What follows belongs to an exercise in optimizing a design on an open flow for small area, a short achievable clock period and few clock cycles; a production flow would make more cautious choices. RTL that was checked went through simulation tests only; none was proved equivalent to the original. Only the layout flow was run in runs 1 to 4; the RTL was not checked for function there. Power and IR drop assume default switching activity.

===== flow/run.sh =====
#!/bin/bash
# Standard layout, with two changes: the port buffers are made from plain
# buffers (sky130_fd_sc_hd__buf_2) instead of the delay buffers buffer_ports
# picks, and clock tree synthesis adds no dummy loads.
set -euo pipefail
export BUFFER_PORTS_ARGS="-buffer_cell sky130_fd_sc_hd__buf_2"
export CTS_ARGS="-sink_clustering_enable -repair_clock_nets -sink_clustering_size 24 -sink_clustering_max_diameter 80 -dont_use_dummy_load"
bash standard.sh > standard.log 2>&1

===== standard.sh =====
#!/bin/bash
# synth_recipe.tcl (not shown) runs the flow's synth.tcl, then flattens the netlist and writes it again
# the make line also repeats each setting of config.mk as NAME=value (left out here)
make -C /OpenROAD-flow-scripts/flow DESIGN_CONFIG=/design/flow/config.mk WORK_HOME=/design/flow/orfs CLKGATE_MAP_FILE= SYNTH_SCRIPT=/design/flow/synth_recipe.tcl "${@:-finish}"

===== config.mk =====
export PLATFORM = sky130hd
export DESIGN_NAME = line_rasterizer_interpolated
export DESIGN_NICKNAME = line_rasterizer_interpolated
export VERILOG_FILES = /design/flow/design.v
export SDC_FILE = /design/flow/constraint.sdc
export NUM_CORES = 4
export LEC_CHECK = 0
export CAP_MARGIN = 5
export CORE_MARGIN = 2
export CORE_UTILIZATION = 40
export CTS_CLUSTER_DIAMETER = 80
export CTS_CLUSTER_SIZE = 24
export SETUP_SLACK_MARGIN = 4.45
export SLEW_MARGIN = 5

===== constraint.sdc =====
create_clock -name core_clock -period 7.5 [get_ports {aclk}]
set_input_delay 1.5000 -clock core_clock [delete_from_list [all_inputs] [get_ports {aclk}]]
set_output_delay 1.5000 -clock core_clock [all_outputs]
set_load 0.01 [all_outputs]

===== design.v =====
`default_nettype none
package lri_pkg;
    localparam int COLOR_W   = 32;
    localparam int CHAN_W    = 8;
    localparam int NUM_COLOR = 4;
endpackage
`default_nettype wire
`default_nettype none
module lri_divider #(
    parameter int DEN_W = 6
) (
    input  wire logic [DEN_W-1:0] r_in,
    input  wire logic [1:0]       bits,
    input  wire logic [DEN_W-1:0] den,
    input  wire logic [DEN_W+1:0] den3,
    output logic      [1:0]       q,
    output logic      [DEN_W-1:0] r_out
);
    logic [DEN_W+1:0] t;
    logic [DEN_W+2:0] d1, d2, d3;
    always_comb begin
        t  = {r_in, bits};
        d1 = {1'b0, t} - {3'b0, den};
        d2 = {1'b0, t} - {2'b0, den, 1'b0};
        d3 = {1'b0, t} - {1'b0, den3};
        if (!d3[DEN_W+2]) begin
            q     = 2'd3;
            r_out = d3[DEN_W-1:0];
        end else if (!d2[DEN_W+2]) begin
            q     = 2'd2;
            r_out = d2[DEN_W-1:0];
        end else if (!d1[DEN_W+2]) begin
            q     = 2'd1;
            r_out = d1[DEN_W-1:0];
        end else begin
            q     = 2'd0;
            r_out = t[DEN_W-1:0];
        end
    end
endmodule
`default_nettype wire
`default_nettype none
module lri_chan #(
    parameter int W = 16,
    parameter int C = 6
) (
    input  wire logic         aclk,
    input  wire logic [W-1:0] a_val,      
    input  wire logic [W-1:0] b_val,      
    input  wire logic         ld_diff,    
    input  wire logic         geo,        
    input  wire logic         geo_step,   
    input  wire logic         swap_c,     
    input  wire logic [2:0]   den_sm,     
    input  wire logic         int_en,     
    input  wire logic         int_first,  
    input  wire logic         z_en,       
    input  wire logic         z_bits,     
    input  wire logic [C-1:0] den,        
    input  wire logic [C-1:0] denm1,      
    input  wire logic [C+1:0] den3,       
    input  wire logic         den32,      
    input  wire logic         swap,       
    input  wire logic         n_load,     
    input  wire logic         stash,      
    input  wire logic         d_load,     
    input  wire logic         z_load,     
    input  wire logic         step,       
    output logic      [W-1:0] v           
);
    logic [W-1:0] q_reg;                  
    logic [C-1:0] r_reg;                  
    logic         dneg_reg;               
    logic         neg_reg;                
    logic [W-1:0] v_reg;
    logic [W-1:0] inc_reg;                
    logic [C-1:0] ra_reg;                 
    logic [C:0] rb_reg;            
    logic [C:0] fr_reg;            
    logic         wneg_reg;
    logic         zz_reg;
    logic         frz_reg;                
    logic [W:0]   diff;
    logic [1:0]   q0, qs;
    logic [C-1:0] r0, rs;
    logic [1:0]   sbits, nbits;
    logic [C-1:0] ra_n;
    logic [C:0] rb_n, fr_n, fr_nx;
    logic         z_n, carry;
    logic [W:0]   vsum;
    logic [W-1:0] fsel;
    assign diff  = {1'b0, b_val} - {1'b0, a_val};
    assign nbits = q_reg[W-1 -: 2] ^ {2{dneg_reg}};
    assign sbits = z_bits ? {dneg_reg, dneg_reg} : nbits;
    assign fsel  = swap ? b_val : a_val;
    always_comb begin
        q0 = '0;
        r0 = C'(nbits);
        if (den_sm[0]) begin
            q0 = nbits;
            r0 = '0;
        end else if (den_sm[1]) begin
            q0 = {1'b0, nbits[1]};
            r0 = C'(nbits[0]);
        end else if (den_sm[2] && (nbits == 2'd3)) begin
            q0 = 2'd1;
            r0 = '0;
        end
    end
    lri_divider #(.DEN_W(C)) u_step (
        .r_in (r_reg), .bits (sbits), .den (den), .den3 (den3),
        .q    (qs),    .r_out (rs)
    );
    always_comb begin
        ra_n  = r_reg + C'(dneg_reg);
        rb_n  = ({1'b0, ra_n}) - ({1'b0, den});
        fr_n  = neg_reg ? {1'b0, ra_n} : rb_n;
        z_n   = !den32 && (r_reg != (swap ? denm1 : '0));
        carry = !fr_reg[C] && !(zz_reg && frz_reg);
        fr_nx = fr_reg + (carry ? rb_reg : ({1'b0, ra_reg}));
        vsum  = {v_reg, 1'b1} + {inc_reg, carry ^ wneg_reg};
    end
    always_ff @(posedge aclk) begin
        dneg_reg <= diff[W];
        if (ld_diff) begin
            q_reg    <= diff[W-1:0];
        end else if (geo) begin
            neg_reg <= dneg_reg ^ swap_c;
            if (geo_step)
                q_reg <= {q_reg[W-3:0], q0};
        end else if (int_en) begin
            q_reg <= {q_reg[W-3:2], q_reg[1:0] ^ {2{neg_reg && int_first}},
                      qs ^ {2{neg_reg}}};
        end
        if (geo)
            r_reg <= geo_step ? r0 : '0;
        else if (int_en || z_en)
            r_reg <= rs;
    end
    always_ff @(posedge aclk) begin
        if (n_load || stash) begin
            ra_reg   <= ra_n;
            rb_reg   <= rb_n;
            fr_reg   <= fr_n;
            frz_reg  <= fr_n == '0;
            wneg_reg <= neg_reg;
        end else if (step) begin
            fr_reg  <= fr_nx;
            frz_reg <= fr_nx == '0;
        end
        if (n_load || stash)
            zz_reg <= neg_reg;
        else if (z_load)
            zz_reg <= z_n || wneg_reg;
        if (n_load || d_load)
            inc_reg <= q_reg;
        else if (stash)
            inc_reg <= fsel;
        if (n_load)
            v_reg <= fsel;
        else if (d_load)
            v_reg <= inc_reg;
        else if (step)
            v_reg <= vsum[W:1];
    end
    assign v = v_reg;
endmodule
module line_rasterizer_interpolated
#(
    parameter int COORD_BITS = 6,
    parameter int DEPTH_BITS = 16,
    parameter int FRAC_BITS  = 16
) (
    input  wire logic                 aclk,
    input  wire logic                 aresetn,
    input  wire logic                 s_tvalid,
    output logic                      s_tready,
    input  wire logic [((2*(2*COORD_BITS+DEPTH_BITS+32)+7)/8)*8-1:0] s_tdata,
    output logic                      m_tvalid,
    input  wire logic                 m_tready,
    output logic [((2*COORD_BITS+DEPTH_BITS+32+7)/8)*8-1:0] m_tdata,
    output logic                      m_tlast
);
    localparam int C      = COORD_BITS;
    localparam int CW     = lri_pkg::CHAN_W;
    localparam int NC     = lri_pkg::NUM_COLOR;
    localparam int PT_W   = 2*C + DEPTH_BITS + lri_pkg::COLOR_W;
    localparam int OUT_W  = ((2*C + DEPTH_BITS + NC*CW + 7) / 8) * 8;
    localparam int E_W    = C + 2;
    localparam int N_INT  = DEPTH_BITS/2 - 1;
    localparam int C_INT0 = N_INT - CW/2;      
    logic [C-1:0] xa, ya, xb, yb;
    logic [C:0]   dxp, dxn, dyp, dyn;      
    assign xa = s_tdata[C-1:0];
    assign ya = s_tdata[2*C-1:C];
    assign xb = s_tdata[PT_W+C-1:PT_W];
    assign yb = s_tdata[PT_W+2*C-1:PT_W+C];
    assign dxp = {1'b0, xb} - {1'b0, xa};
    assign dxn = {1'b0, xa} - {1'b0, xb};
    assign dyp = {1'b0, yb} - {1'b0, ya};
    assign dyn = {1'b0, ya} - {1'b0, yb};
    logic st_idle, st_geo, st_int, st_rdy, st_z2, st_hold;
    logic [2:0] cnt_reg;
    logic       cint_reg;              
    logic [C-1:0] adx_reg, ady_reg;
    logic         xgt_reg, ygt_reg;
    logic [C-1:0] span_reg, spanm1_reg, nmin_reg;
    logic [C+1:0] span3_reg;
    logic         span32_reg, xmaj_reg, swap_reg, up_reg;
    logic         xmaj_c, swap_c, up_c;
    logic [C-1:0] span_c, nmin_c;
    logic [C+1:0] span3_c;
    logic [2:0]   span_sm;
    always_comb begin
        xmaj_c  = ady_reg < adx_reg;
        swap_c  = xmaj_c ? xgt_reg : ygt_reg;
        span_c  = xmaj_c ? adx_reg : ady_reg;
        nmin_c  = xmaj_c ? ady_reg : adx_reg;
        for (int k = 0; k < 3; k++)
            span_sm[k] = xmaj_c ? (adx_reg == C'(k+1)) : (ady_reg == C'(k+1));
        span3_c = xmaj_c ? ({2'b00, adx_reg} + {1'b0, adx_reg, 1'b0})
                         : ({2'b00, ady_reg} + {1'b0, ady_reg, 1'b0});
        up_c    = xmaj_c ? (swap_c ? ygt_reg : !ygt_reg)
                         : (swap_c ? xgt_reg : !xgt_reg);
    end
    logic vld_reg, last_reg, pend_reg;
    logic accept, take, n_load, stash, d_load, step, pend_clear;
    logic ld_diff, geo, int_d, int_c, z_en;
    logic zbits_reg, zload_reg;
    logic int_last;
    logic sready_reg, rdy_n, pend_n, vld_n, last_n;
    assign s_tready   = sready_reg;
    assign accept     = s_tvalid && s_tready;
    assign take       = vld_reg && m_tready;
    assign pend_clear = pend_reg && m_tready;
    assign n_load     = accept && (!vld_reg || m_tready);
    assign stash      = accept && vld_reg && !m_tready;
    assign d_load     = pend_clear;
    assign step       = take && !last_reg;
    assign ld_diff = st_idle || (st_z2 && (!pend_reg || pend_clear));
    assign geo     = st_geo;
    assign int_d   = st_int;
    assign int_c   = cint_reg;
    assign z_en    = (st_rdy && accept) || st_z2;
    always_ff @(posedge aclk) begin
        if (!aresetn) begin
            zbits_reg <= 1'b0;
            zload_reg <= 1'b0;
        end else begin
            zbits_reg <= (st_int && (cnt_reg == 3'(N_INT-1))) || st_rdy;
            zload_reg <= st_z2;
        end
    end
    logic z2_go;
    assign z2_go    = !pend_reg || pend_clear;
    assign int_last = cnt_reg == 3'(N_INT-1);
    always_ff @(posedge aclk) begin
        if (!aresetn) begin
            st_idle  <= 1'b1;
            st_geo   <= 1'b0;
            st_int   <= 1'b0;
            st_rdy   <= 1'b0;
            st_z2    <= 1'b0;
            st_hold  <= 1'b0;
            cnt_reg  <= '0;
            cint_reg <= 1'b0;
        end else begin
            st_idle  <= (st_idle && !s_tvalid) || (st_z2 && z2_go && !s_tvalid) ||
                        (st_hold && pend_clear);
            st_geo   <= (st_idle && s_tvalid) || (st_z2 && z2_go && s_tvalid);
            st_int   <= st_geo || (st_int && !int_last);
            st_rdy   <= rdy_n;
            st_z2    <= st_rdy && accept;
            st_hold  <= (st_z2 && !z2_go) || (st_hold && !pend_clear);
            cnt_reg  <= st_int ? cnt_reg + 1'b1 : '0;
            cint_reg <= st_int && !int_last && (cnt_reg >= 3'(C_INT0-1));
        end
    end
    always_ff @(posedge aclk) begin
        xgt_reg <= dxp[C];
        ygt_reg <= dyp[C];
        adx_reg <= dxp[C] ? dxn[C-1:0] : dxp[C-1:0];
        ady_reg <= dyp[C] ? dyn[C-1:0] : dyp[C-1:0];
        if (geo) begin
            span_reg   <= span_c;
            spanm1_reg <= span_c - 1'b1;
            span3_reg  <= span3_c;
            span32_reg <= span_c == C'(32);
            nmin_reg   <= nmin_c;
            xmaj_reg   <= xmaj_c;
            swap_reg   <= swap_c;
            up_reg     <= up_c;
        end
    end
    logic [DEPTH_BITS-1:0] zv;
    logic [CW-1:0]         cv [NC];
    lri_chan #(.W(DEPTH_BITS), .C(C)) u_depth (
        .aclk     (aclk),
        .a_val    (s_tdata[2*C+DEPTH_BITS-1:2*C]),
        .b_val    (s_tdata[PT_W+2*C+DEPTH_BITS-1:PT_W+2*C]),
        .ld_diff  (ld_diff),  .geo (geo), .geo_step (1'b1),
        .swap_c   (swap_c),   .den_sm (span_sm),
        .int_en   (int_d),    .int_first (st_int && (cnt_reg == '0)),    .z_en (z_en),  .z_bits (zbits_reg),
        .den      (span_reg), .den3 (span3_reg), .den32 (span32_reg), .denm1 (spanm1_reg),
        .swap     (swap_reg),
        .n_load   (n_load),   .stash (stash), .d_load (d_load),
        .z_load   (zload_reg), .step (step),
        .v        (zv)
    );
    for (genvar k = 0; k < NC; k++) begin : g_col
        lri_chan #(.W(CW), .C(C)) u_col (
            .aclk     (aclk),
            .a_val    (s_tdata[PT_W-1-CW*k -: CW]),
            .b_val    (s_tdata[2*PT_W-1-CW*k -: CW]),
            .ld_diff  (ld_diff),  .geo (geo), .geo_step (1'b0),
            .swap_c   (swap_c),   .den_sm (span_sm),
            .int_en   (int_c),    .int_first (1'b0),    .z_en (z_en),  .z_bits (zbits_reg),
            .den      (span_reg), .den3 (span3_reg), .den32 (span32_reg), .denm1 (spanm1_reg),
            .swap     (swap_reg),
            .n_load   (n_load),   .stash (stash), .d_load (d_load),
            .z_load   (zload_reg), .step (step),
            .v        (cv[k])
        );
    end
    logic             wxmaj_reg, wup_reg;
    logic [C-1:0]     x_reg, y_reg, left_reg;
    logic [E_W-1:0] e_reg;
    logic [C-1:0]     inca_reg;               
    logic [C:0] incb_reg;              
    logic [E_W-1:0] e_add;
    logic             mstep;
    logic [C-1:0]     xs0, ys0;
    assign rdy_n  = (st_int && int_last) || (st_rdy && !accept);
    assign pend_n = stash || (pend_reg && !pend_clear);
    assign vld_n  = accept || (vld_reg && !(take && last_reg && !pend_reg));
    assign last_n = (n_load || d_load) ? (span_reg == '0)
                  : (step ? (left_reg == C'(1)) : last_reg);
    always_ff @(posedge aclk) begin
        if (!aresetn)
            sready_reg <= 1'b0;
        else
            sready_reg <= rdy_n && !pend_n && (!vld_n || last_n);
    end
    always_comb begin
        xs0   = swap_reg ? xb : xa;
        ys0   = swap_reg ? yb : ya;
        e_add = e_reg + ({1'b0, inca_reg, 1'b0});
        mstep = !e_add[E_W-1];
    end
    always_ff @(posedge aclk) begin
        if (!aresetn) begin
            vld_reg  <= 1'b0;
            pend_reg <= 1'b0;
        end else begin
            if (accept)
                vld_reg <= 1'b1;
            else if (take && last_reg && !pend_reg)
                vld_reg <= 1'b0;
            if (stash)
                pend_reg <= 1'b1;
            else if (pend_clear)
                pend_reg <= 1'b0;
        end
    end
    always_ff @(posedge aclk) begin
        if (n_load || d_load) begin
            wxmaj_reg <= xmaj_reg;
            wup_reg   <= up_reg;
            left_reg  <= span_reg;
            last_reg  <= span_reg == '0;
            e_reg     <= E_W'(0) - E_W'(span_reg);
            inca_reg  <= nmin_reg;
            incb_reg  <= ({1'b0, nmin_reg}) - ({1'b0, span_reg});
        end else if (stash) begin
            left_reg  <= xs0;
            e_reg     <= E_W'(ys0);
        end else if (step) begin
            left_reg  <= left_reg - 1'b1;
            last_reg  <= left_reg == C'(1);
            e_reg     <= mstep ? (e_reg + ({incb_reg, 1'b0})) : e_add;
        end
        if (n_load) begin
            x_reg <= xs0;
            y_reg <= ys0;
        end else if (d_load) begin
            x_reg <= left_reg;
            y_reg <= e_reg[C-1:0];
        end else if (step) begin
            if (wxmaj_reg) begin
                x_reg <= x_reg + 1'b1;
                if (mstep)
                    y_reg <= wup_reg ? (y_reg + 1'b1) : (y_reg - 1'b1);
            end else begin
                y_reg <= y_reg + 1'b1;
                if (mstep)
                    x_reg <= wup_reg ? (x_reg + 1'b1) : (x_reg - 1'b1);
            end
        end
    end
    assign m_tvalid = vld_reg;
    assign m_tlast  = last_reg;
    assign m_tdata  = OUT_W'({cv[3], cv[2], cv[1], cv[0], zv, y_reg, x_reg});
endmodule
`default_nettype wire

==> results of run 1 <==
## cell type report
class / instances / area, sq um
antenna: 1 / 2.502
clock buffer: 27 / 675.6
fill: 7556 / 41800
inverter: 205 / 839.6
multi-input combinational: 2594 / 20200
sequential: 399 / 11440
tap: 1050 / 1314
timing repair buffer: 338 / 2345
timing repair inverter: 1 / 7.507
## cell families after synthesis
| logic type | after synthesis | synth area share |
|---|---|---|
| AO/OA/AOI/OAI | 934 | 0.1868 |
| multiplexers | 149 | 0.04899 |
| buffers and inverters | 335 | 0.04053 |
| AND/OR/NAND/NOR | 870 | 0.1326 |
| flip-flops | 399 | 0.3603 |
| XOR/XNOR | 259 | 0.07168 |
| other | 1 | 0.0001185 |
| adder cells (fa/ha/maj) | 376 | 0.1591 |
## path summary, 6_finish.rpt
kind,from,end,cells after the start
worst max register to register,u_depth.q_reg[15],u_depth.r_reg[4],12
worst min-delay path,up_reg,wup_reg,0
worst max-delay path,s_tdata[72],u_depth.q_reg[10],11
worst min register to register,up_reg,wup_reg,0
## metrics by stage
step	util	power, mW
after floorplan	-	4.488
after global placement	0.4330	5.077
after detailed placement	0.4330	5.097
after CTS	0.4537	6.636
after global routing	0.4683	7.209
final	0.4683	6.801
## worst reg2reg max path: cells and delay by family (launching register included)
family                   cells  cell delay, ns
AND/OR/NAND/NOR              4            0.64
adder cells (fa/ha/maj)      1            0.36
XOR/XNOR                     1            0.12
AO/OA/AOI/OAI                4            0.85
buffers and inverters        2            0.30
flip-flops                   1            0.53
## cells in the mapped netlist (18+ instances only)
master    count
o21ai_0     187
nand2b_1     60
o21bai_1     25
nand3_1      67
a22oi_1      24
ha_1        332
edfxtp_1    341
nand3b_1     18
and3_1       19
o31ai_1      20
dfxtp_1      58
mux2i_1     102
xnor2_1     141
a211oi_1     77
xor2_1      118
buf_1        18
or3_1        22
nand2_1     178
clkbuf_1    102
nor2_1      308
a21oi_1     315
mux2_2       47
a21o_1       89
o21a_1       32
nor3_1       47
inv_1       203
fa_1         44
nor2b_1      58
## timing repair
action                     CTS  global route
cloned                       3             3
pin swaps                   39            95
buffers inserted            58            67
resized for setup          104           141
hold buffers                 0             0
setup endpoints to repair  274           105
## metal layers
metal	share of wire	up-vias	global-route usage
met2	0.46	580	0.3468
met1	0.47	12250	0.3056
met4	0.025	6	0.05026
li1	-	12620	-
met3	0.045	98	0.02184
met5	0.00045	-	0
## power by group
part | switching (mW) | internal, mW
registers | 0.181 | 2.61
clock network | 0.752 | 0.636
logic | 1.42 | 1.19
==> reports/results.tsv, run 1 <==
stage	metric	value	unit
status	status	no timing/DRC/antenna violations	
finish	final_common_cell	edfxtp_1	
power_and_ir_drop	pwr_density_cell	184.7	nW/um^2
yosys	synth_top_area_frac	0.3236	
timing	worstMarginPinSlew	0.8572	ns
place	post-dp-hpwl	64870	microns
finish	fin_area	36820	sq um
yosys	synthCells	3323	
routing	drt_iter0_drc	1883	
floorplan	die_width	285.3	microns
routing	vias	25550	
setup_path	critPathMaxFanout	3	
floorplan	ios	191	
yosys	synth_async_sr_flop_share	0	
cts	cts_tree	built	
setup_path	required	7.82	ns
timing	finalSetupTns	0	ns
global_routing	grt_pass1_vias	23940	
timing	finClkSkew	0.04761	ns
place	placedCellCount	4456	
finish	final_nets	4066	
timing	fin_ws	4.382	ns
global_routing	overflow	0	
yosys	synth_warnings	5	
cts	clock_sinks	399	
global_routing	globalRouteTotalUtil	0.2135	
finish	syn_to_final_growth	16.34	%
setup_path	worst-r2r-setup-slack	4.44	ns
place	place_area	34040	sq um
setup_path	crit_family	compound AO/OA/AOI/OAI gates	
power_and_ir_drop	ir_drop	0.0001783	V
timing	slew_viol_final	0	
finish	finalNonFillerCells	4615	
finish	final_cell_mix	341 x edfxtp_1, 310 x ha_1, 296 x nor2_1	
setup_path	critPathSlowestCell	or3_1	
timing	max_freq	320.7	MHz
floorplan	die_area	81380	sq um
setup_path	worst_ep_arrival_time	3.44	ns
timing	final_hold_viol_count	0	
yosys	avgSynthCellArea	9.524	sq um
setup_path	cp_slowest_stage_delay	0.37	ns
place	portBuffers	186	
cts	numCtsBuffers	27	
routing	drc	0	
setup_path	crit_chain	buf_8 -> clkinv_4 -> ha_4 -> fa_2 -> nor2b_2 -> o31a_1 -> o41a_1 -> or3_1 -> a21oi_2 -> xor2_1 -> o21ai_1	
yosys	ys_ff_latch	399	
yosys	netlist_area	31650	sq um
routing	final_antenna_net_count	0	
floorplan	initial_utilization	0.4026	
routing	drt-vias-per-instance	5.535	
global_routing	grt_pass1_wl	138100	microns
job	drv_cap	0	
yosys	yosysSeqAreaShare	0.3603	
power_and_ir_drop	p_leak	15.37	nW
cts	cts_max_level	1	
global_routing	antenna_found_initial	4	
timing	holdWs	0.4286	ns
yosys	synth_ff_type	edfxtp_1	
routing	wl	90710	microns
timing	rsz0062_at_grt	yes	
setup_path	start_kind	input pin	
global_routing	grt_max_degree	79	
setup_path	crit_buf_inv	2	
hold_path	hold_path_class	flip-flop to flip-flop	
timing	finalCritPeriodShare	0.4157	
routing	drt_first_pass_iters	6	
finish	drive_gt1_frac	0.1925	
timing	setup_viol	0	
cts	cts_root_buffer	clkbuf_16	
routing	routedWlPerCell	19.66	microns
yosys	synth_cell_types	78	
cts	clk-insertion-delay-late	0.59	ns
cts	clockBufferDepth	3	
setup_path	worstSetupPathType	input pin to flip-flop	
timing	min_period	3.118	ns
place	place_ws	3.210	ns
floorplan	coreArea	78610	sq um
yosys	ys_top_cells_by_area	edfxtp_1 32%, ha_1 13%, a21oi_1 5.0%	
floorplan	die_h	285.3	microns
yosys	synth_edf_count	341	
setup_path	critPathCaptureType	flip-flop	
cts	clk_pin_slew	0.09	ns
floorplan	rows	103	
place	place_congestion	0.8707	
yosys	yosys.area.top_type	edfxtp_1	
timing	slew_headroom	0.4225	
==> run 2, diff against run 1 <==
--- a/design.v
+++ b/design.v
@@ -123,8 +123,8 @@
     always_ff @(posedge aclk) begin
         dneg_reg <= diff[W];
+        neg_reg  <= dneg_reg ^ swap_c;
         if (ld_diff) begin
             q_reg    <= diff[W-1:0];
         end else if (geo) begin
-            neg_reg <= dneg_reg ^ swap_c;
             if (geo_step)
                 q_reg <= {q_reg[W-3:0], q0};
@@ -282,9 +282,9 @@
         adx_reg <= dxp[C] ? dxn[C-1:0] : dxp[C-1:0];
         ady_reg <= dyp[C] ? dyn[C-1:0] : dyp[C-1:0];
+        spanm1_reg <= span_c - 1'b1;
+        span3_reg  <= span3_c;
+        span32_reg <= span_c == C'(32);
         if (geo) begin
             span_reg   <= span_c;
-            spanm1_reg <= span_c - 1'b1;
-            span3_reg  <= span3_c;
-            span32_reg <= span_c == C'(32);
             nmin_reg   <= nmin_c;
             xmaj_reg   <= xmaj_c;
--- a/config.mk
+++ b/config.mk
@@ -11,4 +11,4 @@
 export CTS_CLUSTER_DIAMETER = 80
 export CTS_CLUSTER_SIZE = 24
-export SETUP_SLACK_MARGIN = 4.45
+export SETUP_SLACK_MARGIN = 4.1
 export SLEW_MARGIN = 5
==> run 2 against run 1 <==
Still clean on timing, DRC and antenna. Critical path depth decreased by 6. Sequential share of layout area up 0.81 points. Count of clock-buffer cells in the layout increased by 1. Global-route usage fell by 0.074 points. Register-to-register slack got worse by 0.29 ns. Clock skew is essentially flat. Area after synthesis up 0.64%. Synthesized cell count rose by 1.5%. Via count is essentially flat. Routed wire length about the same. Worst setup slack lost 0.24 ns. Cell count decreased by 0.61%. Critical endpoint is now u_depth.q_reg[13].
==> reports/results.tsv, run 2 <==
stage	metric	value	unit	change
job	drv_cap	0		unchanged
power_and_ir_drop	internal_power	4.633	mW	+4.2%
status	status	no timing/DRC/antenna violations		
power_and_ir_drop	ir_drop	0.0002155	V	+21%
routing	drt_iter0_drc	1717		-8.8%
floorplan	die_width	286.2	microns	+0.32%
global_routing	grt_pass1_vias	23790		-0.63%
finish	final_cell_mix	331 x ha_1, 322 x edfxtp_1, 262 x nor2_1		
cts	clock_sinks	400		+0.25%
power_and_ir_drop	pwr_density_cell	211.2	nW/um^2	+14%
yosys	netlist_area	31850	sq um	+0.64%
cts	clockBufferDepth	3		unchanged
routing	final_antenna_net_count	0		unchanged
floorplan	die_h	286.2	microns	+0.32%
yosys	synthCells	3372		+1.5%
timing	final_hold_viol_count	0		unchanged
setup_path	r2r-end	g_col[1].u_col.q_reg[0]		
finish	finalNonFillerCells	4587		-0.61%
timing	slew_viol_final	0		unchanged
yosys	synth_ff_type	edfxtp_1		
timing	min_period	3.361	ns	+0.2433 ns
cts	clk-insertion-delay-late	0.62	ns	+0.03 ns
finish	final_nets	4039		-0.66%
yosys	synth_edf_count	322		-5.6%
routing	wl	90650	microns	about the same
timing	max_freq	297.5	MHz	-7.2%
setup_path	start_kind	input pin		
yosys	yosysMostFrequentCell	ha_1		
power_and_ir_drop	netSwitchingPower	2.816	mW	+20%
yosys	yosys-top-cells-count	335 x ha_1, 322 x edfxtp_1, 265 x nor2_1, 263 x a21oi_1, 243 x inv_1		
cts	numCtsBuffers	28		+3.7%
yosys	synth_top_area_frac	0.3036		-0.01997
place	place_area	34000	sq um	-0.11%
setup_path	crit_start	m_tready		
setup_path	worst-r2r-setup-slack	4.15	ns	-0.29 ns
place	portBuffers	186		unchanged
power_and_ir_drop	combPwrFrac	0.410		+0.025
timing	worstMarginPinSlew	0.9442	ns	+0.08699 ns
global_routing	grt_pass1_wl	138200	microns	+0.12%
yosys	synth_warnings	5		unchanged
finish	fin_area	35260	sq um	-4.2%
finish	syn_to_final_growth	10.72	%	
finish	final_common_cell	ha_1		
timing	setup_viol	0		unchanged
hold_path	hold_path_class	flip-flop to flip-flop		
routing	drc	0		unchanged
routing	routedWlPerCell	19.76	microns	+0.54%
floorplan	rows	103		unchanged
floorplan	die_area	81900	sq um	+0.63%
setup_path	worstSetupPathType	input pin to flip-flop		
yosys	synth_cell_types	86		+10%
floorplan	coreArea	78870	sq um	+0.33%
timing	finalCritPeriodShare	0.4482		+0.03244
power_and_ir_drop	power_frac_seq	0.398		-0.013
cts	cts_root_buffer	clkbuf_16		
setup_path	endpoint	u_depth.q_reg[13]		
yosys	ys_top_cells_by_area	edfxtp_1 30%, ha_1 13%, dfxtp_1 4.9%		
setup_path	r2r.worst_path.cells	14		+2
setup_path	critPathMaxFanout	61		+58
yosys	yosysSeqAreaShare	0.3526		-0.007636
yosys	avgSynthCellArea	9.445	sq um	-0.82%
yosys	ys_ff_latch	400		+0.25%
global_routing	antenna_found_initial	2		-2
setup_path	r2r-start	zbits_reg		
timing	finClkSkew	0.04810	ns	+0.0004893 ns
cts	cts_max_level	1		unchanged
floorplan	ios	191		unchanged
place	placedCellCount	4519		+1.4%
timing	rsz0062_at_grt	yes		
floorplan	initial_utilization	0.4038		+0.001254
cts	cts_tree	built		
global_routing	overflow	0		unchanged
routing	drt_first_pass_iters	6		unchanged
setup_path	critPathCaptureType	flip-flop		
yosys	yosys.area.top_type	edfxtp_1		
setup_path	required	7.63	ns	-0.19 ns
finish	drive_gt1_frac	0.1231		-0.06939
timing	slew_headroom	0.3660		-0.05648
place	post-dp-hpwl	66550	microns	+2.6%
routing	vias	25570		+0.074%
global_routing	globalRouteTotalUtil	0.2128		-0.0007372
power_and_ir_drop	power_frac_clock	0.192		-0.012
timing	finalSetupTns	0	ns	unchanged
cts	clk_pin_slew	0.08	ns	about the same
place	place_congestion	0.8736		+0.33%
global_routing	grt_max_degree	81		+2.5%
yosys	synth_async_sr_flop_share	0		unchanged
power_and_ir_drop	p_sw_frac	0.3781		+0.03165
setup_path	worst_ep_arrival_time	3.50	ns	+0.06 ns
routing	drt-vias-per-instance	5.573		+0.69%
power_and_ir_drop	p_leak	14.81	nW	-3.7%
## run 2: cell types whose count changed in the layout (fill, tap and decap cells not counted), sizes merged, moves of 16 or more
cell and change:
buf -79, a21oi -57, nor2 -43, inv +41, nand2 +36, xor2 -29, a21o -21, nand3 +21
dfxtp +20, nor3 +20, edfxtp -19, mux2i +17, nand2b -16
## run 2: per-stage QoR
stage / utilization / total power, mW / setup WS, ns / hold WS, ns
2_1_floorplan: - / 5.134 / 3.986 / 0.4003
3_3_place_gp: 0.4311 / 5.915 / 3.216 / 0.4323
3_5_place_dp: 0.4311 / 5.939 / 3.237 / 0.4427
4_1_cts: 0.4420 / 7.416 / 4.074 / 0.4591
5_1_grt: 0.4471 / 7.921 / 3.966 / 0.4903
6_report: 0.4471 / 7.449 / 4.139 / 0.4570
## run 2: power groups by stage
stage | Sequential [mW] | Combinational (mW) | Clock (mW)
final | 2.96 | 3.06 | 1.43
after detailed placement | 3.01 | 2.93 | 0
after floorplan | 2.80 | 2.34 | 0
after global routing | 2.99 | 3.40 | 1.53
after global placement | 3.00 | 2.91 | 0
after CTS | 2.96 | 2.99 | 1.47
## run 2: critical path: stages
cell and delay [ns]:
buf_2 0.15, nand2b_1 0.24, a21oi_4 0.17, buf_4 0.65
nand2_1 0.72
## run 2: cell type report
| class | count | area (sq um) |
|---|---|---|
| tap | 1050 | 1314 |
| inverter | 246 | 934.6 |
| multi-input combinational | 2604 | 19590 |
| fill | 7681 | 43610 |
| sequential | 400 | 11240 |
| timing repair buffer | 256 | 1471 |
| clock buffer | 28 | 700.7 |
| antenna | 3 | 7.507 |
## run 2: per-layer routing
metal | wire (microns) | global-route usage | vias to the layer above
met3 | 4321 | 0.01479 | 90
met1 | 42200 | 0.3065 | 12230
li1 | - | - | 12630
met4 | 1951 | 0.04058 | 0
met5 | 0 | 0 | -
met2 | 42180 | 0.3528 | 621
## run 2: worst min path at each step
stage	from	end	slack [ns]	cells after the start
final	cnt_reg[0]	cnt_reg[0]	0.46	1
after detailed placement	cnt_reg[0]	cnt_reg[0]	0.44	1
after CTS	cnt_reg[0]	cnt_reg[0]	0.46	1
after global placement	cnt_reg[0]	cnt_reg[0]	0.43	1
after global routing	xmaj_reg	wxmaj_reg	0.49	0
after floorplan	up_reg	wup_reg	0.40	0
## run 2: repair_timing
| item | 4_1_cts | 5_1_grt |
|---|---|---|
| resized for setup | 24 | 38 |
| setup buffers | 5 | 31 |
| endpoints found under the hold margin | 0 | 0 |
| gates cloned | 0 | 1 |
| endpoints found under the setup margin | 111 | 119 |
| hold buffers | 0 | 0 |
| pin swaps | 6 | 10 |
## run 2: kinds of logic after synthesis
group | synth area share
mux | 0.05402
simple gates | 0.1375
other cells | 0.0001177
flops | 0.3526
xor+xnor | 0.06627
fa+ha+maj | 0.1593
buf+inv | 0.04545
compound gates | 0.1847
==> run 3, diff against run 2 <==
--- a/config.mk
+++ b/config.mk
@@ -11,4 +11,4 @@
 export CTS_CLUSTER_DIAMETER = 80
 export CTS_CLUSTER_SIZE = 24
-export SETUP_SLACK_MARGIN = 4.1
+export SETUP_SLACK_MARGIN = 4.2
 export SLEW_MARGIN = 5
==> run 3 against run 2 <==
Still clean on timing, DRC and antenna. Cell count increased by 0.35%. Sequential cell count unchanged. Sequential power about the same. Clock skew increased by 0.0038 ns. Non-clock buffer count increased by 12. Die area unchanged. Register-to-register slack improved by 0.06 ns. Combinational power increased by 3%. Global-route usage increased by 0.30 points. Power increased by 2.0%. Count of clock-buffer cells in the layout increased by 2. Critical endpoint is now u_depth.q_reg[0]. Largest cell class unchanged. Largest power group unchanged.
==> reports/results.tsv, run 3 <==
stage	metric	value	unit	change
status	status	no timing/DRC/antenna violations		
place	place_congestion	0.8915		+2.0%
setup_path	worst_ep_arrival_time	3.62	ns	+0.12 ns
setup_path	endpoint	u_depth.q_reg[0]		
power_and_ir_drop	pwr_density_cell	213.3	nW/um^2	+0.96%
floorplan	ios	191		unchanged
global_routing	grt_pass1_vias	24370		+2.5%
routing	drt-vias-per-instance	5.583		+0.17%
cts	cts_max_level	1		unchanged
global_routing	globalRouteTotalUtil	0.2158		+0.003033
cts	cts_tree	built		
yosys	synth_fa_ha_area_frac	0.1593		unchanged
place	place_ws	3.312	ns	+0.07549 ns
timing	fin_ws	4.206	ns	+0.06721 ns
place	placedCellCount	4517		-0.044%
finish	drive_gt1_frac	0.1380		+0.01494
finish	syn_to_final_growth	11.86	%	
routing	vias	25700		+0.52%
routing	final_antenna_net_count	0		unchanged
finish	finalNonFillerCells	4603		+0.35%
yosys	synth_cell_types	86		unchanged
timing	setup_viol	0		unchanged
finish	final_cell_mix	327 x ha_1, 322 x edfxtp_1, 260 x nor2_1		
timing	slew_viol_final	0		unchanged
floorplan	die_h	286.2	microns	unchanged
timing	finalCritPeriodShare	0.4392		-0.008961
power_and_ir_drop	power	7.598	mW	+2.0%
global_routing	grt_pass1_wl	139800	microns	+1.1%
yosys	synth_async_sr_flop_share	0		unchanged
setup_path	crit_start	adx_reg[1]		
global_routing	grt_max_degree	85		+4.9%
power_and_ir_drop	p_leak	14.95	nW	+1.0%
floorplan	initial_utilization	0.4038		unchanged
yosys	yosysMostFrequentCell	ha_1		
finish	final_common_cell	ha_1		
setup_path	critPathCaptureType	flip-flop		
setup_path	r2r-end	u_depth.q_reg[0]		
setup_path	worstSetupPathType	flip-flop to flip-flop		
yosys	ys_top_cells_by_area	edfxtp_1 30%, ha_1 13%, dfxtp_1 4.9%		
timing	finClkSkew	0.05195	ns	+0.003848 ns
yosys	yosys-top-cells-count	335 x ha_1, 322 x edfxtp_1, 265 x nor2_1, 263 x a21oi_1, 243 x inv_1		
cts	clk_pin_slew	0.10	ns	+0.02 ns
global_routing	antenna_found_initial	3		+1
setup_path	critPathMaxFanout	6		-90%
floorplan	coreArea	78870	sq um	unchanged
floorplan	die_width	286.2	microns	unchanged
yosys	synth_ff_type	edfxtp_1		
setup_path	worst-r2r-setup-slack	4.21	ns	+0.06 ns
cts	hold_buffers	0		unchanged
cts	cts_root_buffer	clkbuf_16		
finish	final_nets	4055		+0.40%
yosys	yosys.area_share.simple	0.1375		unchanged
global_routing	grt_use_met1	0.3060		-0.0005850
yosys	synth_warnings	5		unchanged
setup_path	crit_chain	inv_2 -> ha_1 -> a2111o_1 -> a31o_4 -> a21oi_4 -> mux2_4 -> ha_2 -> a21boi_4 -> o31ai_2 -> a21oi_1 -> nand2_1 -> a221oi_1 -> a211o_1		
hold_path	hold_path_class	flip-flop to flip-flop		
job	drv_cap	0		unchanged
yosys	ys_ff_latch	400		unchanged
global_routing	grt.met2_usage	0.3504		-0.002421
yosys	synth-compound-area-share	0.1847		unchanged
place	post-dp-hpwl	67450	microns	+1.4%
setup_path	r2r.worst_path.cells	13		-1
yosys	yosys.area.top_type	edfxtp_1		
power_and_ir_drop	ir_drop	0.0001914	V	-11%
hold_path	min-delay-start	up_reg		
yosys	synth_edf_count	322		unchanged
setup_path	cp_slowest_stage_delay	0.43	ns	-0.29 ns
yosys	synth_xor_area_frac	0.06627		unchanged
timing	min_period	3.294	ns	-0.06721 ns
setup_path	r2r-start	adx_reg[1]		
routing	drt_iter0_drc	1765		+2.8%
routing	wl	91340	microns	+0.76%
timing	finalSetupTns	0	ns	unchanged
floorplan	rows	103		unchanged
yosys	avgSynthCellArea	9.445	sq um	unchanged
cts	numCtsBuffers	30		+7.1%
global_routing	use_met3	0.02361		+0.008824
routing	drt_first_pass_iters	5		-1
global_routing	busiest_layer	met2		
yosys	yosysSeqAreaShare	0.3526		unchanged
yosys	synthMuxAreaShare	0.05402		unchanged
yosys	netlist_area	31850	sq um	unchanged
setup_path	required	7.83	ns	+0.20 ns
global_routing	overflow	0		unchanged
finish	utilization	0.4517		+0.004584
routing	routedWlPerCell	19.84	microns	+0.41%
timing	final_hold_viol_count	0		unchanged
yosys	synth_top_area_frac	0.3036		unchanged
cts	clockBufferDepth	3		unchanged
cts	clock_sinks	400		unchanged
timing	rsz0062_at_grt	yes		
timing	worstMarginPinSlew	0.9100	ns	-0.03419 ns
routing	drc	0		unchanged
yosys	synth_top_family_by_area	compound AO/OA/AOI/OAI gates		
timing	max_freq	303.6	MHz	+2.0%
setup_path	start_kind	flip-flop		
place	portBuffers	186		unchanged
cts	clk-insertion-delay-late	0.62	ns	about the same
timing	slew_headroom	0.3933		+0.02732
yosys	synthCells	3372		unchanged
setup_path	critPathSlowestCell	a2111o_1		
floorplan	die_area	81900	sq um	unchanged
-- run 3: metal layers --
| metal | vias up | wire length, microns |
|---|---|---|
| met5 | - | 0 |
| met4 | 0 | 2317 |
| met3 | 115 | 4443 |
| met2 | 645 | 42040 |
| met1 | 12270 | 42540 |
| li1 | 12670 | - |
-- run 3: layout make-up --
| cell class | count | area (sq um) |
|---|---|---|
| Antenna cell | 3 | 7.507 |
| Fill cell | 7638 | 43250 |
| Timing Repair Buffer | 268 | 1564 |
| Multi-Input combinational cell | 2606 | 19790 |
| Inverter | 246 | 949.7 |
| Clock buffer | 30 | 750.7 |
| Tap cell | 1050 | 1314 |
| Sequential cell | 400 | 11250 |
-- run 3: power breakdown --
part	leakage [nW]	total (mW)	internal [mW]	switching [mW]
logic	11.0	3.16	1.38	1.78
registers	3.62	2.96	2.65	0.312
clock network	0.370	1.48	0.701	0.777
-- run 3: critical path: cells and delay by family (launching register included) --
| family | cells | cell delay, ns |
|---|---|---|
| AO/OA/AOI/OAI | 8 | 1.74 |
| adder cells (fa/ha/maj) | 2 | 0.46 |
| buffers and inverters | 1 | 0.06 |
| flip-flops | 1 | 0.37 |
| multiplexers | 1 | 0.33 |
| AND/OR/NAND/NOR | 1 | 0.08 |
-- run 3: repair_timing --
action | CTS | global route
pin swaps | 13 | 31
cloned | 1 | 2
setup buffers | 20 | 30
setup endpoints to repair | 111 | 114
endpoints found under the hold margin | 0 | 0
resized for setup | 44 | 61
-- run 3: through the flow --
| step | hold WS, ns | instance area [sq um] |
|---|---|---|
| 2_1_floorplan | 0.4003 | 32050 |
| 3_3_place_gp | 0.4166 | 34050 |
| 3_5_place_dp | 0.4204 | 34050 |
| 4_1_cts | 0.4014 | 35150 |
| 5_1_grt | 0.4019 | 35630 |
| 6_report | 0.4048 | 35630 |
-- run 3: logic make-up (layout without fill, tap and decap cells) --
group,Yosys count,after routing
other,1,7
buffers and inverters,372,544
XOR/XNOR,241,241
multiplexers,166,166
adder cells (fa/ha/maj),379,379
flip-flops,400,400
AND/OR/NAND/NOR,902,904
AO/OA/AOI/OAI,911,912
-- run 3: worst min-delay path by stage --
stage / cells after the start / end
after detailed placement: 0 / wup_reg
final: 0 / wup_reg
after global placement: 0 / wup_reg
after global routing: 0 / wup_reg
after floorplan: 0 / wup_reg
after CTS: 0 / wup_reg
==> run 4, diff against run 3 <==
--- a/config.mk
+++ b/config.mk
@@ -11,4 +11,4 @@
 export CTS_CLUSTER_DIAMETER = 80
 export CTS_CLUSTER_SIZE = 24
-export SETUP_SLACK_MARGIN = 4.2
+export SETUP_SLACK_MARGIN = 4.45
 export SLEW_MARGIN = 5
==> run 4 against run 3 <==
Still clean on timing, DRC and antenna. Sequential cell count unchanged. Combinational power up 16%. Power up 7.4%. Area after synthesis unchanged. Critical path depth down 12. Sequential power about the same. Worst setup slack better by 0.081 ns. Maximum frequency up 2.5%. Global-route usage up 0.72 points. Clock power up 3%. Cell area up 5.5%. Sequential share of layout area down 1.6 points. Critical path type is now flip-flop to output port. Highest routed layer unchanged.
==> reports/results.tsv, run 4 <==
stage	metric	value	unit	change
yosys	yosysSeqAreaShare	0.3526		unchanged
floorplan	die_area	81900	sq um	unchanged
cts	clockBufferDepth	3		unchanged
timing	setup_viol	0		unchanged
finish	syn_to_final_growth	17.98	%	
global_routing	grt_pass1_vias	24630		+1.1%
timing	final_hold_viol_count	0		unchanged
timing	min_period	3.213	ns	-0.08140 ns
setup_path	worstSetupPathType	flip-flop to output port		
yosys	avgSynthCellArea	9.445	sq um	unchanged
cts	clock_sinks	400		unchanged
finish	final_nets	4154		+2.4%
routing	wl_met1	44150	microns	+3.8%
routing	wl	97110	microns	+6.3%
yosys	synth_top_area_frac	0.3036		unchanged
setup_path	worst_ep_arrival_time	1.71	ns	-1.91 ns
finish	final_cell_mix	322 x edfxtp_1, 310 x ha_1, 260 x nor2_1		
timing	holdWs	0.3773	ns	-0.02745 ns
yosys	yosys-top-cells-count	335 x ha_1, 322 x edfxtp_1, 265 x nor2_1, 263 x a21oi_1, 243 x inv_1		
routing	met3WireLength	5961	microns	+34%
yosys	yosys.area.top_type	edfxtp_1		
floorplan	die_width	286.2	microns	unchanged
routing	final_antenna_net_count	0		unchanged
timing	rsz0062_at_grt	yes		
setup_path	crit_buf_inv	1		unchanged
setup_path	critPathMaxFanout	4		-2
setup_path	critPathSlowestCell	dfxtp_1		
yosys	synthCells	3372		unchanged
setup_path	crit_family	flip-flops		
routing	drt_first_pass_iters	5		unchanged
global_routing	globalRouteTotalUtil	0.2230		+0.007203
job	drv_cap	0		unchanged
place	place_area	34210	sq um	+0.46%
yosys	synth_ff_type	edfxtp_1		
place	post-dp-hpwl	67100	microns	-0.53%
power_and_ir_drop	pwr_density_cell	217.2	nW/um^2	+1.9%
floorplan	initial_utilization	0.4038		unchanged
routing	drt-vias-per-instance	5.630		+0.83%
place	placedCellCount	4514		-0.066%
yosys	synth_warnings	5		unchanged
cts	cts_max_level	1		unchanged
global_routing	grt_pass1_wl	143200	microns	+2.5%
finish	utilization	0.4764		+0.02475
cts	cts_tree	built		
routing	drt_iter0_drc	2078		+18%
yosys	synth_cell_types	86		unchanged
yosys	synth_edf_count	322		unchanged
timing	max_freq	311.3	MHz	+2.5%
floorplan	coreArea	78870	sq um	unchanged
place	portBuffers	186		unchanged
power_and_ir_drop	p_leak	15.69	nW	+4.9%
floorplan	rows	103		unchanged
cts	numCtsBuffers	31		+3.3%
place	place_ws	2.708	ns	-0.6043 ns
power_and_ir_drop	ir_drop	0.0001767	V	-7.7%
setup_path	start_kind	flip-flop		
place	place_congestion	0.8883		-0.36%
finish	nFillCells	7438		-2.6%
finish	final_common_cell	edfxtp_1		
cts	cts_root_buffer	clkbuf_16		
finish	seqCellArea	11280	sq um	+0.25%
routing	top_layer	met4		
finish	drive_gt1_frac	0.1984		+0.06038
timing	finClkSkew	0.06368	ns	+0.01173 ns
setup_path	critPathCaptureType	output port		
floorplan	die_h	286.2	microns	unchanged
cts	clk-insertion-delay-late	0.64	ns	+0.02 ns
yosys	netlist_area	31850	sq um	unchanged
timing	finalSetupTns	0	ns	unchanged
status	status	no timing/DRC/antenna violations		
routing	dr_wl_met2	43740	microns	+4.0%
routing	vias	26480		+3.0%
timing	worstMarginPinSlew	1.197	ns	+0.2871 ns
timing	slew_viol_final	0		unchanged
hold_path	hold_path_class	flip-flop to flip-flop		
cts	clk_pin_slew	0.10	ns	about the same
yosys	yosysMostFrequentCell	ha_1		
finish	multi_input_area	20690	sq um	+4.6%
global_routing	grt_max_degree	73		-14%
finish	fin_area	37580	sq um	+5.5%
timing	slew_headroom	0.1989		-0.1944
finish	finalNonFillerCells	4703		+2.2%
setup_path	cp_slowest_stage_delay	0.79	ns	+0.36 ns
setup_path	required	6.00	ns	-1.83 ns
yosys	ys_ff_latch	400		unchanged
timing	fin_ws	4.287	ns	+0.08140 ns
routing	drc	0		unchanged
yosys	ys_top_cells_by_area	edfxtp_1 30%, ha_1 13%, dfxtp_1 4.9%		
routing	routedWlPerCell	20.65	microns	+4.0%
power_and_ir_drop	power	8.162	mW	+7.4%
yosys	synth_async_sr_flop_share	0		unchanged
setup_path	crit_chain	buf_2		
global_routing	overflow	0		unchanged
global_routing	antenna_found_initial	5		+2
floorplan	ios	191		unchanged
timing	finalCritPeriodShare	0.4284		-0.01085
==> run 4: repair_timing <==
action                                  4_1_cts  5_1_grt
endpoints found under the hold margin         0        0
resized for setup                           117      193
setup buffers                                56       86
endpoints found under the setup margin      295      181
pin swaps                                    43      106
hold buffers                                  0        0
cloned                                        6        6
==> run 4: layout make-up <==
class                   count  share of cell area
diodes                      4           0.0002664
clock buffers              31             0.02064
inverters                 246             0.02634
multi-input cells        2610              0.5505
flip-flops and latches    400              0.3002
well taps                1050             0.03496
repair buffers            361             0.06686
repair inverters            1           0.0001998
==> run 4: kinds of logic (layout without fill, tap and decap cells) <==
kind of cell	count (synthesis)	count (layout)	synth area share
AO/OA/AOI/OAI	911	914	0.1847
XOR/XNOR	241	241	0.06627
adder cells (fa/ha/maj)	379	379	0.1593
buffers and inverters	372	639	0.04545
flip-flops	400	400	0.3526
multiplexers	166	166	0.05402
other	1	8	0.0001177
AND/OR/NAND/NOR	902	906	0.1375
==> run 4: path summary, 6_finish.rpt <==
path               from               end  slack [ns]  cells past startpoint
min            xmaj_reg         wxmaj_reg        0.38                      0
max          sready_reg          s_tready        4.29                      1
min reg2reg    xmaj_reg         wxmaj_reg        0.38                      0
max reg2reg  adx_reg[1]  u_depth.q_reg[0]        4.36                     14
==> run 4: routing by layer <==
layer  track usage  vias up
li1              -    12880
met1        0.3117    12670
met2        0.3524      790
met3       0.03514      140
met4       0.07304        0
met5             0        -
==> run 4: power by group <==
group	switching, mW	internal, mW	total (mW)
Clock	0.798	0.723	1.52
Combinational	1.97	1.71	3.67
Sequential	0.317	2.65	2.97
==> run 5, diff against run 4 <==
--- a/design.v
+++ b/design.v
@@ -55,15 +55,11 @@
     input  wire logic         int_en,     
     input  wire logic         int_first,  
-    input  wire logic         z_en,       
-    input  wire logic         z_bits,     
     input  wire logic [C-1:0] den,        
-    input  wire logic [C-1:0] denm1,      
     input  wire logic [C+1:0] den3,       
-    input  wire logic         den32,      
     input  wire logic         swap,       
     input  wire logic         n_load,     
     input  wire logic         stash,      
     input  wire logic         d_load,     
-    input  wire logic         z_load,     
+    input  wire logic         pw,         
     input  wire logic         step,       
     output logic      [W-1:0] v           
@@ -79,5 +75,6 @@
     logic [C:0] fr_reg;            
     logic         wneg_reg;
-    logic         zz_reg;
+    logic         zz_reg;                 
+    logic         zkn_reg;                
     logic         frz_reg;                
     logic [W:0]   diff;
@@ -87,10 +84,10 @@
     logic [C-1:0] ra_n;
     logic [C:0] rb_n, fr_n, fr_nx;
-    logic         z_n, carry;
+    logic         carry;
     logic [W:0]   vsum;
     logic [W-1:0] fsel;
     assign diff  = {1'b0, b_val} - {1'b0, a_val};
     assign nbits = q_reg[W-1 -: 2] ^ {2{dneg_reg}};
-    assign sbits = z_bits ? {dneg_reg, dneg_reg} : nbits;
+    assign sbits = nbits;
     assign fsel  = swap ? b_val : a_val;
     always_comb begin
@@ -116,5 +113,4 @@
         rb_n  = ({1'b0, ra_n}) - ({1'b0, den});
         fr_n  = neg_reg ? {1'b0, ra_n} : rb_n;
-        z_n   = !den32 && (r_reg != (swap ? denm1 : '0));
         carry = !fr_reg[C] && !(zz_reg && frz_reg);
         fr_nx = fr_reg + (carry ? rb_reg : ({1'b0, ra_reg}));
@@ -122,9 +118,9 @@
     end
     always_ff @(posedge aclk) begin
-        dneg_reg <= diff[W];
-        neg_reg  <= dneg_reg ^ swap_c;
         if (ld_diff) begin
+            dneg_reg <= diff[W];
             q_reg    <= diff[W-1:0];
         end else if (geo) begin
+            neg_reg <= dneg_reg ^ swap_c;
             if (geo_step)
                 q_reg <= {q_reg[W-3:0], q0};
@@ -135,5 +131,5 @@
         if (geo)
             r_reg <= geo_step ? r0 : '0;
-        else if (int_en || z_en)
+        else if (int_en)
             r_reg <= rs;
     end
@@ -149,8 +145,11 @@
             frz_reg <= fr_nx == '0;
         end
-        if (n_load || stash)
-            zz_reg <= neg_reg;
-        else if (z_load)
-            zz_reg <= z_n || wneg_reg;
+        if (n_load || stash) begin
+            zz_reg  <= neg_reg;
+            zkn_reg <= 1'b0;
+        end else if (step) begin
+            zz_reg  <= wneg_reg || ((zkn_reg || frz_reg) ? zz_reg : !pw);
+            zkn_reg <= zkn_reg || frz_reg;
+        end
         if (n_load || d_load)
             inc_reg <= q_reg;
@@ -200,12 +199,12 @@
     assign dyp = {1'b0, yb} - {1'b0, ya};
     assign dyn = {1'b0, ya} - {1'b0, yb};
-    logic st_idle, st_geo, st_int, st_rdy, st_z2, st_hold;
+    logic st_idle, st_geo, st_int, st_rdy, st_hold;
     logic [2:0] cnt_reg;
     logic       cint_reg;              
     logic [C-1:0] adx_reg, ady_reg;
     logic         xgt_reg, ygt_reg;
-    logic [C-1:0] span_reg, spanm1_reg, nmin_reg;
+    logic [C-1:0] span_reg, nmin_reg;
     logic [C+1:0] span3_reg;
-    logic         span32_reg, xmaj_reg, swap_reg, up_reg;
+    logic         xmaj_reg, swap_reg, up_reg;
     logic         xmaj_c, swap_c, up_c;
     logic [C-1:0] span_c, nmin_c;
@@ -226,6 +225,5 @@
     logic vld_reg, last_reg, pend_reg;
     logic accept, take, n_load, stash, d_load, step, pend_clear;
-    logic ld_diff, geo, int_d, int_c, z_en;
-    logic zbits_reg, zload_reg;
+    logic ld_diff, geo, int_d, int_c;
     logic int_last;
     logic sready_reg, rdy_n, pend_n, vld_n, last_n;
@@ -238,20 +236,8 @@
     assign d_load     = pend_clear;
     assign step       = take && !last_reg;
-    assign ld_diff = st_idle || (st_z2 && (!pend_reg || pend_clear));
+    assign ld_diff = st_idle;
     assign geo     = st_geo;
     assign int_d   = st_int;
     assign int_c   = cint_reg;
-    assign z_en    = (st_rdy && accept) || st_z2;
-    always_ff @(posedge aclk) begin
-        if (!aresetn) begin
-            zbits_reg <= 1'b0;
-            zload_reg <= 1'b0;
-        end else begin
-            zbits_reg <= (st_int && (cnt_reg == 3'(N_INT-1))) || st_rdy;
-            zload_reg <= st_z2;
-        end
-    end
-    logic z2_go;
-    assign z2_go    = !pend_reg || pend_clear;
     assign int_last = cnt_reg == 3'(N_INT-1);
     always_ff @(posedge aclk) begin
@@ -261,16 +247,14 @@
             st_int   <= 1'b0;
             st_rdy   <= 1'b0;
-            st_z2    <= 1'b0;
             st_hold  <= 1'b0;
             cnt_reg  <= '0;
             cint_reg <= 1'b0;
         end else begin
-            st_idle  <= (st_idle && !s_tvalid) || (st_z2 && z2_go && !s_tvalid) ||
+            st_idle  <= (st_idle && !s_tvalid) || (st_rdy && accept && !stash) ||
                         (st_hold && pend_clear);
-            st_geo   <= (st_idle && s_tvalid) || (st_z2 && z2_go && s_tvalid);
+            st_geo   <= st_idle && s_tvalid;
             st_int   <= st_geo || (st_int && !int_last);
             st_rdy   <= rdy_n;
-            st_z2    <= st_rdy && accept;
-            st_hold  <= (st_z2 && !z2_go) || (st_hold && !pend_clear);
+            st_hold  <= (st_rdy && stash) || (st_hold && !pend_clear);
             cnt_reg  <= st_int ? cnt_reg + 1'b1 : '0;
             cint_reg <= st_int && !int_last && (cnt_reg >= 3'(C_INT0-1));
@@ -278,13 +262,13 @@
     end
     always_ff @(posedge aclk) begin
-        xgt_reg <= dxp[C];
-        ygt_reg <= dyp[C];
-        adx_reg <= dxp[C] ? dxn[C-1:0] : dxp[C-1:0];
-        ady_reg <= dyp[C] ? dyn[C-1:0] : dyp[C-1:0];
-        spanm1_reg <= span_c - 1'b1;
-        span3_reg  <= span3_c;
-        span32_reg <= span_c == C'(32);
+        if (ld_diff) begin
+            xgt_reg <= dxp[C];
+            ygt_reg <= dyp[C];
+            adx_reg <= dxp[C] ? dxn[C-1:0] : dxp[C-1:0];
+            ady_reg <= dyp[C] ? dyn[C-1:0] : dyp[C-1:0];
+        end
         if (geo) begin
             span_reg   <= span_c;
+            span3_reg  <= span3_c;
             nmin_reg   <= nmin_c;
             xmaj_reg   <= xmaj_c;
@@ -301,9 +285,9 @@
         .ld_diff  (ld_diff),  .geo (geo), .geo_step (1'b1),
         .swap_c   (swap_c),   .den_sm (span_sm),
-        .int_en   (int_d),    .int_first (st_int && (cnt_reg == '0)),    .z_en (z_en),  .z_bits (zbits_reg),
-        .den      (span_reg), .den3 (span3_reg), .den32 (span32_reg), .denm1 (spanm1_reg),
+        .int_en   (int_d),    .int_first (st_int && (cnt_reg == '0)),
+        .den      (span_reg), .den3 (span3_reg),
         .swap     (swap_reg),
         .n_load   (n_load),   .stash (stash), .d_load (d_load),
-        .z_load   (zload_reg), .step (step),
+        .pw       (pw_reg),   .step (step),
         .v        (zv)
     );
@@ -315,9 +299,9 @@
             .ld_diff  (ld_diff),  .geo (geo), .geo_step (1'b0),
             .swap_c   (swap_c),   .den_sm (span_sm),
-            .int_en   (int_c),    .int_first (1'b0),    .z_en (z_en),  .z_bits (zbits_reg),
-            .den      (span_reg), .den3 (span3_reg), .den32 (span32_reg), .denm1 (spanm1_reg),
+            .int_en   (int_c),    .int_first (1'b0),
+            .den      (span_reg), .den3 (span3_reg),
             .swap     (swap_reg),
             .n_load   (n_load),   .stash (stash), .d_load (d_load),
-            .z_load   (zload_reg), .step (step),
+            .pw       (pw_reg),   .step (step),
             .v        (cv[k])
         );
@@ -331,4 +315,6 @@
     logic             mstep;
     logic [C-1:0]     xs0, ys0;
+    logic [C:0]       cp1_reg;                
+    logic             pw_reg;
     assign rdy_n  = (st_int && int_last) || (st_rdy && !accept);
     assign pend_n = stash || (pend_reg && !pend_clear);
@@ -398,4 +384,16 @@
         end
     end
+    always_comb begin
+        pw_reg = 1'b0;
+        for (int k = 1; k <= C; k++)
+            if (cp1_reg == (C+1)'(1 << k))
+                pw_reg = 1'b1;
+    end
+    always_ff @(posedge aclk) begin
+        if (n_load || stash)
+            cp1_reg <= (C+1)'(2);
+        else if (step)
+            cp1_reg <= cp1_reg + 1'b1;
+    end
     assign m_tvalid = vld_reg;
     assign m_tlast  = last_reg;
--- a/config.mk
+++ b/config.mk
@@ -11,4 +11,4 @@
 export CTS_CLUSTER_DIAMETER = 80
 export CTS_CLUSTER_SIZE = 24
-export SETUP_SLACK_MARGIN = 4.45
+export SETUP_SLACK_MARGIN = 4.55
 export SLEW_MARGIN = 5
==> run 5 against run 4 <==
Clock skew is 0.016 ns higher. Global-route usage is 0.98 points lower. Area after synthesis is 3.8% lower. Largest power group is now registers.
==> reports/results.tsv, run 5 <==
stage	metric	value	unit	change
hold_path	min-delay-start	cnt_reg[0]		
yosys	synth_edf_count	353		+9.6%
timing	rsz0062_at_grt	yes		
timing	setup_viol	0		unchanged
yosys	yosysMostFrequentCell	edfxtp_1		
yosys	yosysSeqAreaShare	0.3775		+0.02487
cts	clk-insertion-delay-late	0.62	ns	-0.02 ns
setup_path	start_kind	input pin		
cts	cts_max_level	1		unchanged
power_and_ir_drop	p_sw_frac	0.3270		-0.05069
finish	nFillCells	6994		-6.0%
setup_path	worstSetupPathType	input pin to flip-flop		
setup_path	r2r-start	u_depth.zz_reg		
global_routing	grt_max_degree	73		unchanged
setup_path	required	7.81	ns	+1.81 ns
cts	numCtsBuffers	30		-3.2%
setup_path	critPathCaptureType	flip-flop		
yosys	yosys.area.top_type	edfxtp_1		
power_and_ir_drop	internal_power	4.394	mW	-13%
timing	final_hold_viol_count	0		unchanged
timing	slew_headroom	0.3644		+0.1655
timing	finalCritPeriodShare	0.4220		-0.006404
place	placedCellCount	4155		-8.0%
power_and_ir_drop	pwr_density_cell	177.7	nW/um^2	-18%
routing	routedWlPerCell	19.90	microns	-3.6%
yosys	ys_ff_latch	401		+0.25%
routing	drt_iter0_drc	1753		-16%
yosys	ys_top_cells_by_area	edfxtp_1 35%, ha_1 13%, a21oi_1 4.7%		
yosys	netlist_area	30630	sq um	-3.8%
floorplan	die_width	280.7	microns	-1.9%
place	place_ws	2.409	ns	-0.2993 ns
setup_path	worst-r2r-setup-slack	4.45	ns	+0.09 ns
hold_path	hold_path_class	flip-flop to flip-flop		
floorplan	coreArea	75820	sq um	-3.9%
cts	clock_sinks	401		+0.25%
place	place_congestion	0.8693		-2.1%
cts	clk_pin_slew	0.07	ns	-0.03 ns
routing	drt-vias-per-instance	5.527		-1.8%
setup_path	endpoint	ady_reg[5]		
global_routing	antenna_found_initial	3		-2
yosys	avgSynthCellArea	10.04	sq um	+6.3%
yosys	synth_ff_type	edfxtp_1		
timing	max_freq	316.0	MHz	+1.5%
routing	final_antenna_net_count	0		unchanged
timing	finClkSkew	0.07967	ns	+0.01598 ns
floorplan	die_area	78790	sq um	-3.8%
finish	final_nets	3860		-7.1%
finish	final_cell_mix	353 x edfxtp_1, 285 x ha_1, 239 x a21oi_1		
yosys	synth_warnings	5		unchanged
routing	drc	0		unchanged
timing	fin_ws	4.335	ns	+0.04803 ns
finish	finalNonFillerCells	4341		-7.7%
power_and_ir_drop	combPwrFrac	0.348		-0.102
finish	syn_to_final_growth	19.96	%	
job	drv_cap	0		unchanged
timing	worstMarginPinSlew	0.9524	ns	-0.2447 ns
cts	hold_buffers	0		unchanged
floorplan	die_h	280.7	microns	-1.9%
setup_path	r2r-end	u_depth.v_reg[13]		
place	post-dp-hpwl	61160	microns	-8.9%
global_routing	overflow	0		unchanged
yosys	synth_top_area_frac	0.3461		+0.04253
cts	clockBufferDepth	3		unchanged
yosys	synth_cell_types	77		-10%
floorplan	rows	101		-1.9%
floorplan	ios	191		unchanged
global_routing	globalRouteTotalUtil	0.2132		-0.009766
timing	slew_viol_final	0		unchanged
power_and_ir_drop	ir_drop	0.0001905	V	+7.8%
yosys	synth_async_sr_flop_share	0		unchanged
yosys	yosys-top-cells-count	353 x edfxtp_1, 330 x ha_1, 286 x a21oi_1, 214 x nor2_1, 204 x inv_1		
global_routing	grt_pass1_wl	131900	microns	-7.9%
finish	fin_area	36740	sq um	-2.2%
power_and_ir_drop	power_frac_seq	0.424		+0.061
timing	finalSetupTns	0	ns	unchanged
routing	wl	86400	microns	-11%
status	status	no timing/DRC/antenna violations		
finish	utilization	0.4845		+0.008096
power_and_ir_drop	power	6.529	mW	-20%
cts	cts_tree	built		
floorplan	initial_utilization	0.4039		about the same
setup_path	crit_start	s_tdata[6]		
yosys	synthCells	3050		-9.5%
setup_path	worst_ep_arrival_time	3.48	ns	+1.77 ns
power_and_ir_drop	netSwitchingPower	2.135	mW	-31%
power_and_ir_drop	power_frac_clock	0.229		+0.043
place	place_area	33220	sq um	-2.9%
power_and_ir_drop	p_leak	15.30	nW	-2.5%
routing	drt_first_pass_iters	7		+2
global_routing	grt_pass1_vias	23360		-5.2%
timing	holdWs	0.4454	ns	+0.06808 ns
timing	min_period	3.165	ns	-0.04803 ns
setup_path	r2r.worst_path.cells	13		-1
cts	cts_root_buffer	clkbuf_16		
routing	vias	23990		-9.4%
finish	final_common_cell	edfxtp_1		
finish	drive_gt1_frac	0.2333		+0.03492
place	portBuffers	186		unchanged
setup_path	critPathMaxFanout	4		unchanged
==> run 5: cell count changes after synthesis, moves of 23 or more <==
cell / change
a21o_1: +46
a21oi_1: +23
dfxtp_1: -30
edfxtp_1: +31
inv_1: -39
mux2_2: +32
nand2_1: -62
nand3_1: -53
nor2_1: -51
nor3_1: -36
o21ai_0: -26
o31ai_1: -24
xor2_1: +25
==> run 5: power groups by stage <==
stage	clock network, mW	logic (mW)	registers [mW]
2_1_floorplan	0	1.45	2.74
3_3_place_gp	0	1.88	2.81
3_5_place_dp	0	1.90	2.81
4_1_cts	1.52	2.12	2.76
5_1_grt	1.58	2.52	2.78
6_report	1.49	2.27	2.77
==> run 5: final cells by class <==
type	count	area (sq um)	area share
tap	978	1224	0.03331
timing repair buffer	370	2536	0.06903
clock buffer	30	750.7	0.02043
multi-input combinational	2351	19720	0.5367
sequential	401	11570	0.3149
timing repair inverter	1	7.507	0.0002043
inverter	207	925.9	0.02520
antenna	3	7.507	0.0002043
==> run 5: worst min-delay path by stage <==
stage	to	cells past startpoint
after global routing	wup_reg	0
after CTS	cnt_reg[0]	1
after global placement	cnt_reg[0]	1
after floorplan	wup_reg	0
final	cnt_reg[0]	1
after detailed placement	cnt_reg[0]	1
==> run 5: cells by family after synthesis <==
| logic type | Yosys count | share of synthesized area |
|---|---|---|
| buffers and inverters | 303 | 0.03763 |
| XOR/XNOR | 259 | 0.07431 |
| AO/OA/AOI/OAI | 852 | 0.1752 |
| adder cells (fa/ha/maj) | 374 | 0.1636 |
| multiplexers | 189 | 0.06512 |
| flip-flops | 401 | 0.3775 |
| AND/OR/NAND/NOR | 671 | 0.1065 |
| other | 1 | 0.0001224 |
==> run 5: routing by layer <==
metal	global-route usage	share of wire	vias up
li1	-	-	11740
met1	0.2988	0.47	11640
met2	0.3476	0.46	504
met3	0.02245	0.041	107
met4	0.06280	0.029	2
met5	0	0.00015	-
==> run 5: critical path, cell delays in order <==
cell,delay [ns]
buf_2,0.13
ha_4,0.16
fa_2,0.34
nor2b_1,0.12
o21ai_1,0.08
nand2b_1,0.09
a21o_1,0.15
a21oi_4,0.08
mux2_4,0.32
o31a_1,0.24
a311o_1,0.27
==> run 5: timing repair <==
action | 4_1_cts | 5_1_grt
endpoints found under the setup margin | 247 | 106
gates cloned | 3 | 0
gates resized for setup | 165 | 183
pin swaps | 70 | 129
buffers inserted | 89 | 61
Testbench counts of run 5, summed over its fixed seeds: cycles 38,956.

what the ideal ports hide:
How much do the figures lean on ideal ports? The routed layouts below were timed once more, with nothing changed but the port constraints. Step 1 assumes that a clkbuf_16 drives the clock port and a buf_2 every other input. Step 2 moves the port delays by t, midway between the first and last clock arrival at a register: inputs arrive t later, outputs are due t later. That takes back most of the time a late clock gives input paths. Slacks: ideal / step 1 / step 2; pairs: ideal / step 1.
run | t, ns | setup WS [ns] | clock arrival spread, ns | worst data-port slew with drivers (ns)
run 1 | 0.622 | 4.382 / 4.397 / 3.775 | 0.047 / 0.048 | 0.09
run 2 | 0.659 | 4.139 / 4.154 / 3.524 | 0.048 / 0.049 | 0.08
run 3 | 0.653 | 4.206 / 4.206 / 3.716 | 0.055 / 0.055 | 0.08
run 4 | 0.670 | 4.287 / 4.225 / 3.846 | 0.064 / 0.064 | 0.08
run 5 | 0.651 | 4.335 / 4.364 / 3.712 | 0.087 / 0.087 | 0.10
After both steps every run listed still meets setup and hold. For run 5, which loses most, drivers alone change the setup slack by +0.029 ns; drivers and shift together by -0.623 ns.
